From an optimization exercise on the open Yosys and OpenROAD flow, aimed at small area, a short achievable clock period and few clock cycles per item; shortcuts taken in it are not production practice.
Only simulation tests tie the RTL to the original design; equivalence was not proved.
Power and IR drop assume default switching activity.

### config.mk
export PLATFORM = sky130hd
export DESIGN_NAME = compass_calibrate_and_heading
export DESIGN_NICKNAME = compass_calibrate_and_heading
export VERILOG_FILES = /design/flow/design.v
export SDC_FILE = /design/flow/constraint.sdc
export NUM_CORES = 4
export LEC_CHECK = 0
export CAP_MARGIN = 20
export CORE_MARGIN = 2
export CORE_UTILIZATION = 40
export SLEW_MARGIN = 20
### constraint.sdc
create_clock -name core_clock -period 12.0 [get_ports {i_clk}]
set_input_delay 2.4000 -clock core_clock [delete_from_list [all_inputs] [get_ports {i_clk}]]
set_output_delay 2.4000 -clock core_clock [all_outputs]
set_load 0.01 [all_outputs]
### design.v
package cah_pkg;
    localparam int DEF_SAMPLE_BITS  = 16;
    localparam int DEF_CORDIC_STEPS = 16;
    localparam int CFG_W     = 15;
    localparam int HEAD_W    = 17;
    localparam int HEAD_PAD  = 24;
    localparam int GAIN_W    = 27;
    localparam int ANG_FRAC  = 12;
    localparam int ANG_W     = 29;
    localparam int ANGLE_W   = 15;
    localparam int DIV_STEPS = 27;
    localparam int CNT_W     = 5;
    localparam logic [GAIN_W-1:0] GAIN_MAX   = {GAIN_W{1'b1}};
    localparam logic [GAIN_W-1:0] GAIN_RESET = 27'd65536;
    localparam logic [GAIN_W-1:0] GAIN_NUM   = 27'd67108864;
    localparam logic signed [ANG_W-1:0] FULL_TURN_Z = 29'sd94371840;
    localparam logic signed [ANG_W-1:0] HALF_TURN_Z = 29'sd47185920;
    localparam logic signed [ANG_W-1:0] ROUND_HALF  = 29'sd2048;
    localparam logic [ANGLE_W+1:0]      FULL_TURN   = 17'd23040;
    localparam logic signed [CFG_W-1:0] DECL_RESET = 15'sd704;
    localparam logic signed [CFG_W-1:0] OFF_RESET  = 15'sd2240;
    localparam logic [1:0] KIND_SAMPLE = 2'd0;
    localparam logic [1:0] KIND_START  = 2'd1;
    localparam logic [1:0] KIND_FINISH = 2'd2;
    localparam logic CFG_DECLINATION = 1'b0;
    localparam logic CFG_OFFSET      = 1'b1;
    typedef enum logic [2:0] {
        S_IDLE, S_DECODE, S_DIV, S_COMMIT, S_INIT, S_ROT, S_FIN, S_OUT
    } t_state;
    typedef struct packed {
        logic             load_in;
        logic             seed;
        logic             widen;
        logic             div_start;
        logic             div_step;
        logic             div_commit;
        logic             mul;
        logic             cordic_init;
        logic             cordic_step;
        logic             finish;
        logic             load_out;
        logic [CNT_W-1:0] step;
    } t_cmd;
    typedef struct packed {
        logic [1:0] kind;
        logic       calibrating;
        logic       out_busy;
    } t_sts;
    function automatic logic [ANG_W-1:0] atan_at(input logic [CNT_W-1:0] i);
        logic [ANG_W-1:0] v;
        case (i)
            5'd0:    v = 29'd11796480;
            5'd1:    v = 29'd6963869;
            5'd2:    v = 29'd3679517;
            5'd3:    v = 29'd1867780;
            5'd4:    v = 29'd937515;
            5'd5:    v = 29'd469214;
            5'd6:    v = 29'd234664;
            5'd7:    v = 29'd117339;
            5'd8:    v = 29'd58671;
            5'd9:    v = 29'd29335;
            5'd10:   v = 29'd14668;
            5'd11:   v = 29'd7334;
            5'd12:   v = 29'd3667;
            5'd13:   v = 29'd1833;
            5'd14:   v = 29'd917;
            5'd15:   v = 29'd458;
            5'd16:   v = 29'd229;
            5'd17:   v = 29'd115;
            5'd18:   v = 29'd57;
            5'd19:   v = 29'd29;
            5'd20:   v = 29'd14;
            5'd21:   v = 29'd7;
            5'd22:   v = 29'd4;
            5'd23:   v = 29'd2;
            default: v = 29'd0;
        endcase
        atan_at = v;
    endfunction
endpackage
module compass_calibrate_and_heading
#(
    parameter int SAMPLE_BITS  = cah_pkg::DEF_SAMPLE_BITS,
    parameter int CORDIC_STEPS = cah_pkg::DEF_CORDIC_STEPS
) (
    input  logic                                i_clk,
    input  logic                                i_rst_n,
    input  logic                                i_cfg_wen,
    input  logic                                i_cfg_idx,
    input  logic [cah_pkg::CFG_W-1:0]           i_cfg_wdata,
    input  logic                                s_axis_tvalid,
    output logic                                s_axis_tready,
    input  logic [((2*SAMPLE_BITS+7)/8)*8-1:0]  s_axis_tdata,
    input  logic [1:0]                          s_axis_tuser,
    output logic                                m_axis_tvalid,
    input  logic                                m_axis_tready,
    output logic [cah_pkg::HEAD_PAD-1:0]        m_axis_tdata
);
    localparam int S    = SAMPLE_BITS;      
    localparam int LO_W = S + 2;            
    localparam int HI_W = 30;               
    localparam int XW   = 45;               
    localparam int YW   = 45;               
    localparam int ZW   = 28;               
    localparam logic signed [ZW-1:0] Z0_POS  = 28'sd2048;
    localparam logic signed [ZW-1:0] Z0_NEG  = 28'sd47187968;
    localparam logic signed [ZW-1:0] Z0_ZERO = -28'sd26181213;
    localparam logic [2:0] M_IDLE = 3'd0;
    localparam logic [2:0] M_CAP  = 3'd1;
    localparam logic [2:0] M_MUL  = 3'd2;
    localparam logic [2:0] M_RDY  = 3'd3;
    localparam logic [2:0] M_DIV  = 3'd4;
    localparam logic [1:0] C_IDLE = 2'd0;
    localparam logic [1:0] C_BUSY = 2'd1;
    localparam logic [1:0] C_DONE = 2'd2;
    logic signed [cah_pkg::CFG_W-1:0] r_decl, r_off;
    logic                       r_calib;
    logic signed [S-1:0]        r_min [2];
    logic signed [S-1:0]        r_max [2];
    logic signed [S-1:0]        r_center [2];
    logic [cah_pkg::GAIN_W-1:0] r_gain [2];
    logic [2:0]                 r_mst;
    logic [4:0]                 r_mcnt;
    logic [1:0]                 r_kind;
    logic signed [LO_W-1:0]     r_lo [2];
    logic signed [HI_W-1:0]     r_hi [2];
    logic                       r_bm1 [2];    
    logic                       r_neg;
    logic                       r_zero;
    logic [1:0]                 r_cst;
    logic [3:0]                 r_ccnt;
    logic [XW-1:0]              r_x;
    logic signed [YW-1:0]       r_y;
    logic signed [ZW-1:0]       r_z;
    logic                       r_ovalid;
    logic [cah_pkg::HEAD_W-1:0] r_odata;
    logic w_cap_heading, w_cap_quick, w_accept, w_take, w_cstep, w_oload;
    logic signed [S-1:0] w_s [2];
    assign w_s[0] = r_lo[0][S-1:0];
    assign w_s[1] = r_lo[1][S-1:0];
    assign w_cap_heading = (r_kind == cah_pkg::KIND_SAMPLE) && !r_calib;
    assign w_cap_quick   = (r_kind != cah_pkg::KIND_FINISH) && !w_cap_heading;
    assign s_axis_tready = (r_mst == M_IDLE) || ((r_mst == M_CAP) && w_cap_quick);
    assign w_accept      = s_axis_tvalid && s_axis_tready;
    assign w_oload       = (r_cst == C_DONE) && !r_ovalid;
    assign w_take        = (r_mst == M_RDY) && ((r_cst == C_IDLE) || w_oload);
    assign w_cstep       = w_take || (r_cst == C_BUSY);
    always_ff @(posedge i_clk) begin
        if (!i_rst_n) begin
            r_decl <= cah_pkg::DECL_RESET;
            r_off  <= cah_pkg::OFF_RESET;
        end else if (i_cfg_wen) begin
            if (i_cfg_idx == cah_pkg::CFG_OFFSET) r_off  <= i_cfg_wdata;
            else                                  r_decl <= i_cfg_wdata;
        end
    end
    always_ff @(posedge i_clk) begin
        if (!i_rst_n) begin
            r_mst <= M_IDLE;
        end else begin
            unique case (r_mst)
                M_CAP: begin
                    if (w_cap_heading)                         r_mst <= M_MUL;
                    else if (r_kind == cah_pkg::KIND_FINISH)   r_mst <= M_DIV;
                    else if (!w_accept)                        r_mst <= M_IDLE;
                end
                M_MUL: if (r_mcnt == 5'd8)  r_mst <= M_RDY;
                M_DIV: if (r_mcnt == 5'd26) r_mst <= M_IDLE;
                M_RDY: if (w_take)          r_mst <= M_IDLE;
                default: ;
            endcase
            if (w_accept) r_mst <= M_CAP;
        end
    end
    always_ff @(posedge i_clk) begin
        if (r_mst == M_CAP) r_mcnt <= '0;
        else                r_mcnt <= r_mcnt + 1'b1;
        if (w_accept) r_kind <= s_axis_tuser;
    end
    always_ff @(posedge i_clk) begin
        logic signed [S:0] sum;
        if (!i_rst_n) begin
            r_calib <= 1'b0;
            for (int a = 0; a < 2; a++) begin
                r_min[a]    <= '0;
                r_max[a]    <= '0;
                r_center[a] <= '0;
            end
        end else if (r_mst == M_CAP) begin
            for (int a = 0; a < 2; a++) begin
                sum = (S+1)'(r_max[a]) + (S+1)'(r_min[a]);
                unique case (r_kind)
                    cah_pkg::KIND_START: begin
                        r_min[a] <= w_s[a];
                        r_max[a] <= w_s[a];
                    end
                    cah_pkg::KIND_SAMPLE: begin
                        if (r_calib) begin
                            if (w_s[a] < r_min[a]) r_min[a] <= w_s[a];
                            if (w_s[a] > r_max[a]) r_max[a] <= w_s[a];
                        end
                    end
                    cah_pkg::KIND_FINISH: r_center[a] <= sum[S:1];
                    default: ;
                endcase
            end
            if (r_kind == cah_pkg::KIND_START)  r_calib <= 1'b1;
            if (r_kind == cah_pkg::KIND_FINISH) r_calib <= 1'b0;
        end
    end
    always_ff @(posedge i_clk) begin
        logic signed [S:0]      span, d;
        logic [S:0]             rsh;
        logic [S:0]             rdif;
        logic [2:0]             bd;
        logic                   dneg;
        logic [HI_W-1:0]        mag;
        logic [HI_W:0]          acc;
        logic signed [HI_W+LO_W-1:0] sh;
        begin
            for (int a = 0; a < 2; a++) begin
                unique case (r_mst)
                    M_CAP: begin
                        if (r_kind == cah_pkg::KIND_FINISH) begin
                            span       = (S+1)'(r_max[a]) - (S+1)'(r_min[a]);
                            r_lo[a]    <= LO_W'(span[S-1:0]);
                            r_hi[a]    <= '0;
                            r_bm1[a]   <= (span <= 0);
                            r_gain[a]  <= cah_pkg::GAIN_NUM + cah_pkg::GAIN_W'(span[S:1]);
                        end else begin
                            d          = (S+1)'(w_s[a]) - (S+1)'(r_center[a]);
                            r_lo[a]    <= LO_W'(d);
                            r_hi[a]    <= '0;
                            r_bm1[a]   <= 1'b0;
                        end
                    end
                    M_MUL: begin
                        bd   = {r_lo[a][1:0], r_bm1[a]};
                        dneg = bd[2] ^ r_neg;
                        unique case (bd)
                            3'b001, 3'b010, 3'b101, 3'b110: mag = HI_W'(r_gain[a]);
                            3'b011, 3'b100:                 mag = HI_W'({r_gain[a], 1'b0});
                            default:                        mag = '0;
                        endcase
                        if (bd == 3'b000 || bd == 3'b111) dneg = 1'b0;
                        acc = {r_hi[a], 1'b1} + {mag ^ {HI_W{dneg}}, dneg};
                        sh  = {acc[HI_W:1], r_lo[a]};
                        {r_hi[a], r_lo[a]} <= sh >>> 2;
                        r_bm1[a] <= r_lo[a][1];
                    end
                    M_DIV: begin
                        rsh  = {r_hi[a][S-1:0], r_gain[a][cah_pkg::GAIN_W-1]};
                        rdif = rsh - {1'b0, r_lo[a][S-1:0]};
                        if (!rdif[S]) r_hi[a] <= HI_W'(rdif[S-1:0]);
                        else          r_hi[a] <= HI_W'(rsh[S-1:0]);
                        if (r_mcnt == 5'd26 && r_bm1[a])
                            r_gain[a] <= cah_pkg::GAIN_MAX;
                        else
                            r_gain[a] <= {r_gain[a][cah_pkg::GAIN_W-2:0], !rdif[S]};
                    end
                    default: ;
                endcase
                if (w_accept) r_lo[a] <= LO_W'($signed(s_axis_tdata[a*S +: S]));
            end
            if (r_mst == M_CAP) begin
                r_neg  <= w_s[0] < r_center[0];
                r_zero <= (w_s[0] == r_center[0]) && (w_s[1] == r_center[1]);
            end
        end
        if (!i_rst_n) begin
            for (int a = 0; a < 2; a++) r_gain[a] <= cah_pkg::GAIN_RESET;
        end
    end
    always_ff @(posedge i_clk) begin
        logic [XW-1:0]        xi, xs;
        logic signed [YW-1:0] yi, ys;
        logic signed [ZW-1:0] zi, t;
        logic                 dn;
        logic [XW:0]          ax;
        logic [YW:0]          ay;
        logic [ZW:0]          az;
        if (w_take) begin
            xi = XW'({r_hi[0], r_lo[0]});
            yi = YW'({r_hi[1], r_lo[1]});
            zi = r_zero ? Z0_ZERO : (r_neg ? Z0_NEG : Z0_POS);
        end else begin
            xi = r_x;
            yi = r_y;
            zi = r_z;
        end
        xs = xi >> r_ccnt;
        ys = yi >>> r_ccnt;
        t  = ZW'(cah_pkg::atan_at({1'b0, r_ccnt}));
        dn = yi[YW-1];
        ax = {xi, 1'b1} + {XW'(ys) ^ {XW{dn}}, dn};
        ay = {yi, 1'b1} + {YW'(xs) ^ {YW{!dn}}, !dn};
        az = {zi, 1'b1} + {t ^ {ZW{dn}}, dn};
        r_x <= ax[XW:1];
        r_y <= ay[YW:1];
        if (w_cstep) r_z <= az[ZW:1];
    end
    always_ff @(posedge i_clk) begin
        if (!i_rst_n) begin
            r_cst  <= C_IDLE;
            r_ccnt <= '0;
        end else begin
            if (w_cstep) begin
                r_ccnt <= r_ccnt + 1'b1;
                r_cst  <= (r_ccnt == 4'd15) ? C_DONE : C_BUSY;
            end else if (w_oload) begin
                r_cst  <= C_IDLE;
            end
        end
    end
    always_ff @(posedge i_clk) begin
        logic signed [cah_pkg::HEAD_W-1:0] a0;
        a0 = {r_z[ZW-1], r_z[ZW-1:cah_pkg::ANG_FRAC]};
        if (!i_rst_n) begin
            r_ovalid <= 1'b0;
        end else if (w_oload) begin
            r_ovalid <= 1'b1;
        end else if (m_axis_tready) begin
            r_ovalid <= 1'b0;
        end
        if (w_oload) begin
            r_odata <= a0 + (a0[cah_pkg::HEAD_W-1] ? cah_pkg::FULL_TURN : '0)
                     + cah_pkg::HEAD_W'(r_decl) + cah_pkg::HEAD_W'(r_off);
        end
    end
    assign m_axis_tvalid = r_ovalid;
    assign m_axis_tdata  = {{(cah_pkg::HEAD_PAD-cah_pkg::HEAD_W){1'b0}}, r_odata};
endmodule
### run.sh
#!/bin/bash
# synth_recipe.tcl (not shown) runs the flow's synth.tcl, then flattens the netlist and writes it again
# the make line also repeats each setting of config.mk as NAME=value (left out here)
make -C /OpenROAD-flow-scripts/flow DESIGN_CONFIG=/design/flow/config.mk WORK_HOME=/design/flow/orfs CLKGATE_MAP_FILE= SYNTH_SCRIPT=/design/flow/synth_recipe.tcl finish
==> impl_metrics.py <==
metrics = {
    "detailed_routing": {
        "routed_wl_um": 119000,
        "detail_route.wl_per_cell_um": 19.8,
        "post_drt_via_cell_ratio": 5.64,
        "detail_route.first_pass.iterations": 7,
        "ant_nets": 0,
        "via_count": 34086,
        "initialDrtViolationCount": 2467,
        "detail_route.drc_violations": 0,
    },
    "timing": {
        "totalNegativeSetupSlack_ns": 0,
        "fmaxAchievable_mhz": 137,
        "rsz0062_at_grt": "no",
        "report.final.setup_viol": 0,
        "tightestPinTransition_ns": 1.08,
        "timing.final.max_slew_violations": 0,
        "worst_slew_margin_rel": 0.283,
        "timing.final.crit_share": 0.610,
        "timing.hold.ws_ns": 0.462,
        "clock_skew_ns": 0.0295,
        "final.min_clock_period_ns": 7.31,
        "timing.final.hold_violations": 0,
        "post-route-worst-setup-slack_ns": 4.69,
    },
    "placement": {
        "port_buf_inserts": 73,
        "detailed_place_hpwl_um": 90300,
        "gp_weighted_congestion": 0.912,
        "placed_cells_incl_taps": 5935,
        "dp_slack_ns": 4.68,
    },
    "cts": {
        "tritoncts_buffer_count": 55,
        "cts_tree": "built",
        "cts_num_sinks": 453,
        "cts-resized-gates": 0,
        "cts_hold_repair.buffers": 0,
        "h_tree_depth_reported_by_cts": 2,
        "post-cts-setup-buffer-count": 0,
        "worst_skew_pair.late_latency_ns": 0.66,
        "post_cts_clock_slew_at_the_launch_and_capture_registers_of_the_worst_setup_and_hold_paths_ns": 0.06,
        "cts_root_buffer": "sky130_fd_sc_hd__clkbuf_16",
        "clock_path_buffers": 3,
    },
    "die": {
        "io-pin-count": 81,
        "core_box_area_mm2": 0.0997,
        "core.rowCount": 116,
        "area_of_the_die_mm2": 0.103,
        "dieHeight_um": 321,
        "start_util": 0.402,
        "chipWidth_um": 321,
    },
    "logic_synthesis": {
        "number_of_synthesized_flops_with_an_enable_pin": 143,
        "netlist_top_cells_area": "sky130_fd_sc_hd__dfxtp_1, sky130_fd_sc_hd__ha_1, sky130_fd_sc_hd__edfxtp_1",
        "syn_area_mm2": 0.0401,
        "synthDominantAreaCellType": "sky130_fd_sc_hd__dfxtp_1",
        "async_reset_ff_frac": 0,
        "synth_seq_cells": 453,
        "synth_sequential_area_ratio": 0.262,
        "yosys_warnings": 9,
        "synthFlopType": "sky130_fd_sc_hd__dfxtp_1",
        "post-synth-top-area-fraction": 0.155,
        "synth_cell_type_count": 91,
        "synthCells": 4759,
        "synthesis.area_per_instance_um2": 8.42,
    },
    "worst_setup_path": {
        "worstPathMaxFanout": 94,
        "reg2regPathDepth": 23,
        "termination_of_the_worst_setup_path": "r_y[44]$_DFF_P_",
        "critPathRequiredTime_ns": 12.56,
        "worst_setup_path_end_kind": "flip-flop",
        "worst-endpoint-arrival_ns": 7.88,
        "r2r_slack_ns": 4.69,
        "cp-startpoint": "r_mst[2]$_SDFFE_PP0P_",
        "timing_worst_setup_path_type": "flip-flop to flip-flop",
        "timing.critical_path.from_type": "flip-flop",
        "critical_path.reg2reg.startpoint": "r_mst[2]$_SDFFE_PP0P_",
        "r2r-end": "r_y[44]$_DFF_P_",
    },
    "cells_and_area": {
        "layout-drive-gt1-share": 0.0498,
        "antennaDiodeCount": 0,
        "synthToLayoutAreaGrowth_pct": 9.32,
        "post_layout_nonfiller_instances": 6039,
        "numnets_final": 5182,
    },
    "flow_run": {
        "max_cap_violations": 0,
    },
    "global_route": {
        "grt_antenna_before_repair": 2,
        "largest_net_degree_at_the_start_of_global_routing": 95,
        "grtUsageTotal": 0.228,
        "vias_in_the_first_global_route": 33208,
        "grt_overflow": 0,
        "grt_first_pass_wirelength_um": 188000,
    },
    "pwr": {
        "power.density_cell_area_mw_per_mm2": 302,
        "post_route_total_power_uw": 13200,
        "p_leak_uw": 0.0186,
        "vdd_drop_max_mv": 0.129,
    },
    "run_status": {
        "run_status": "timing/DRC/antenna clean",
    },
    "worst_hold_path": {
        "hold_class": "flip-flop to flip-flop",
    },
}
## layout make-up
cell class,count,area (um2)
Timing Repair Buffer,110,1010
Clock inverter,27,273
Sequential cell,453,10500
Inverter,324,1220
Clock buffer,77,1610
Tap cell,1298,1620
Multi-Input combinational cell,3750,27600
Fill cell,9891,55900
## worst min-delay path by stage
stage                                  endpoint  cells past startpoint  slack (ns)             startpoint
after global routing       r_mcnt[0]$_SDFF_PP0_                      1        0.49   r_mcnt[0]$_SDFF_PP0_
after floorplan            r_mcnt[0]$_SDFF_PP0_                      1        0.43   r_mcnt[0]$_SDFF_PP0_
after global placement     r_mcnt[0]$_SDFF_PP0_                      1        0.44   r_mcnt[0]$_SDFF_PP0_
after detailed placement   r_mcnt[0]$_SDFF_PP0_                      1        0.45   r_mcnt[0]$_SDFF_PP0_
after CTS                 r_off[0]$_SDFFE_PN0P_                      2        0.47  r_off[0]$_SDFFE_PN0P_
final                     r_off[0]$_SDFFE_PN0P_                      2        0.46  r_off[0]$_SDFFE_PN0P_
## through the flow
stage / util / area, um2
detailed placement: 0.420 / 41900
floorplan: - / 40100
global route: 0.439 / 43800
global placement: 0.420 / 41900
CTS: 0.439 / 43800
finish: 0.439 / 43800
## cells in the mapped netlist, drive strengths merged (29+ instances only)
cell / instances
nand2: 318
nand2b: 57
dfxtp: 310
mux2i: 335
a22oi: 53
o21bai: 50
and3: 42
xnor2: 345
fa: 29
nor2: 381
o211ai: 30
nor2b: 65
o21ai: 283
a211oi: 57
ha: 404
nand3: 74
a21oi: 415
a31oi: 50
edfxtp: 143
buf: 57
inv: 324
nand4: 31
xor2: 94
nor3: 90
o21a: 36
clkbuf: 181
a21o: 152
and2: 37
o22ai: 37
## placed cells by master, fill, tap and decap left out, types with 50 or more instances in the layout
cell	n
sky130_fd_sc_hd__nor2_1	380
sky130_fd_sc_hd__a211oi_1	57
sky130_fd_sc_hd__mux2i_1	335
sky130_fd_sc_hd__a22oi_1	53
sky130_fd_sc_hd__nor2b_1	65
sky130_fd_sc_hd__nand2_1	314
sky130_fd_sc_hd__xnor2_1	343
sky130_fd_sc_hd__ha_1	403
sky130_fd_sc_hd__o21ai_0	265
sky130_fd_sc_hd__clkdlybuf4s50_1	73
sky130_fd_sc_hd__a21oi_1	410
sky130_fd_sc_hd__edfxtp_1	143
sky130_fd_sc_hd__o21bai_1	50
sky130_fd_sc_hd__a21o_1	152
sky130_fd_sc_hd__nand2b_1	56
sky130_fd_sc_hd__xor2_1	92
sky130_fd_sc_hd__clkbuf_16	58
sky130_fd_sc_hd__nor3_1	89
sky130_fd_sc_hd__dfxtp_1	306
sky130_fd_sc_hd__inv_1	320
sky130_fd_sc_hd__nand3_1	74
## per-layer routing
layer,wire (um),global-route usage,vias up,part of all wire
met5,13,0,-,0.00011
met4,3110,0.0624,2,0.026
met3,5720,0.0234,135,0.048
met2,53100,0.369,823,0.44
met1,57500,0.323,16237,0.48
li1,-,-,16889,-
## kinds of logic after synthesis
logic type               count (synthesis)  share of synthesized area
AO/OA/AOI/OAI                         1321                      0.207
AND/OR/NAND/NOR                       1166                      0.135
buffers and inverters                  562                     0.0536
flip-flops                             453                      0.262
XOR/XNOR                               439                     0.0959
adder cells (fa/ha/maj)                433                      0.141
multiplexers                           384                      0.105
other                                    1                  0.0000936
## report_power, final
group,switching [uW],internal (uW)
Sequential,361,2040
Combinational,5220,3870
Clock,733,1030
Total,6310,6930
## worst max-delay path, stage by stage (launching register included)
cell	delay (ns)
sky130_fd_sc_hd__dfxtp_1	0.52
sky130_fd_sc_hd__and3b_2	0.32
sky130_fd_sc_hd__nand2_8	0.50
sky130_fd_sc_hd__buf_4	0.82
sky130_fd_sc_hd__mux2i_1	0.22
sky130_fd_sc_hd__inv_1	0.12
sky130_fd_sc_hd__nor2_1	0.04
sky130_fd_sc_hd__a21oi_1	0.18
sky130_fd_sc_hd__mux2i_1	0.16
sky130_fd_sc_hd__mux4_2	0.58
sky130_fd_sc_hd__xnor2_1	0.15
sky130_fd_sc_hd__ha_1	0.39
sky130_fd_sc_hd__and3_1	0.20
sky130_fd_sc_hd__a221o_1	0.29
sky130_fd_sc_hd__a31oi_1	0.28
sky130_fd_sc_hd__a2bb2oi_1	0.49
sky130_fd_sc_hd__a311o_1	0.34
sky130_fd_sc_hd__o211a_1	0.18
sky130_fd_sc_hd__nor3_1	0.08
sky130_fd_sc_hd__a221o_1	0.34
sky130_fd_sc_hd__a31oi_1	0.32
sky130_fd_sc_hd__o21ai_1	0.17
sky130_fd_sc_hd__a41oi_1	0.27
sky130_fd_sc_hd__xor2_1	0.17
## sequential cells by signal, summed over array words and instances (netlist names), 28 cells and up, named ones only
register and count:
r_z 28, r_lo 36, r_gain 54, r_x 45, r_hi 56, r_center 32
r_min 32, r_max 32, r_y 45
Testbench counts, summed over its fixed seeds: cycles 39,344, items 2,400.

separate check: timing with driven ports:
The flow's constraints put no driver on any port. The routed layout listed below was extracted and timed again, unchanged, in two steps. Step 1: set_driving_cell puts a clkbuf_16 on i_clk and a buf_2 on each other input, an assumption about the parent block. Step 2, shift: input delay + t, output delay - t, t = (earliest + latest rising clock arrival at the registers) / 2. This alone moves slack from input paths to output paths. Three values: ideal, step 1, step 2; two values: the first two.
t, ns: 0.716
setup slack, ns: 4.686 / 4.686 / 4.686
hold slack, ns: 0.462 / 0.462 / 0.462
pins driven straight from the clock port: 1
After both steps this run still meets setup and hold. The setup slack of this run moves by 0.000 ns with the drivers and by 0.000 ns with both steps.
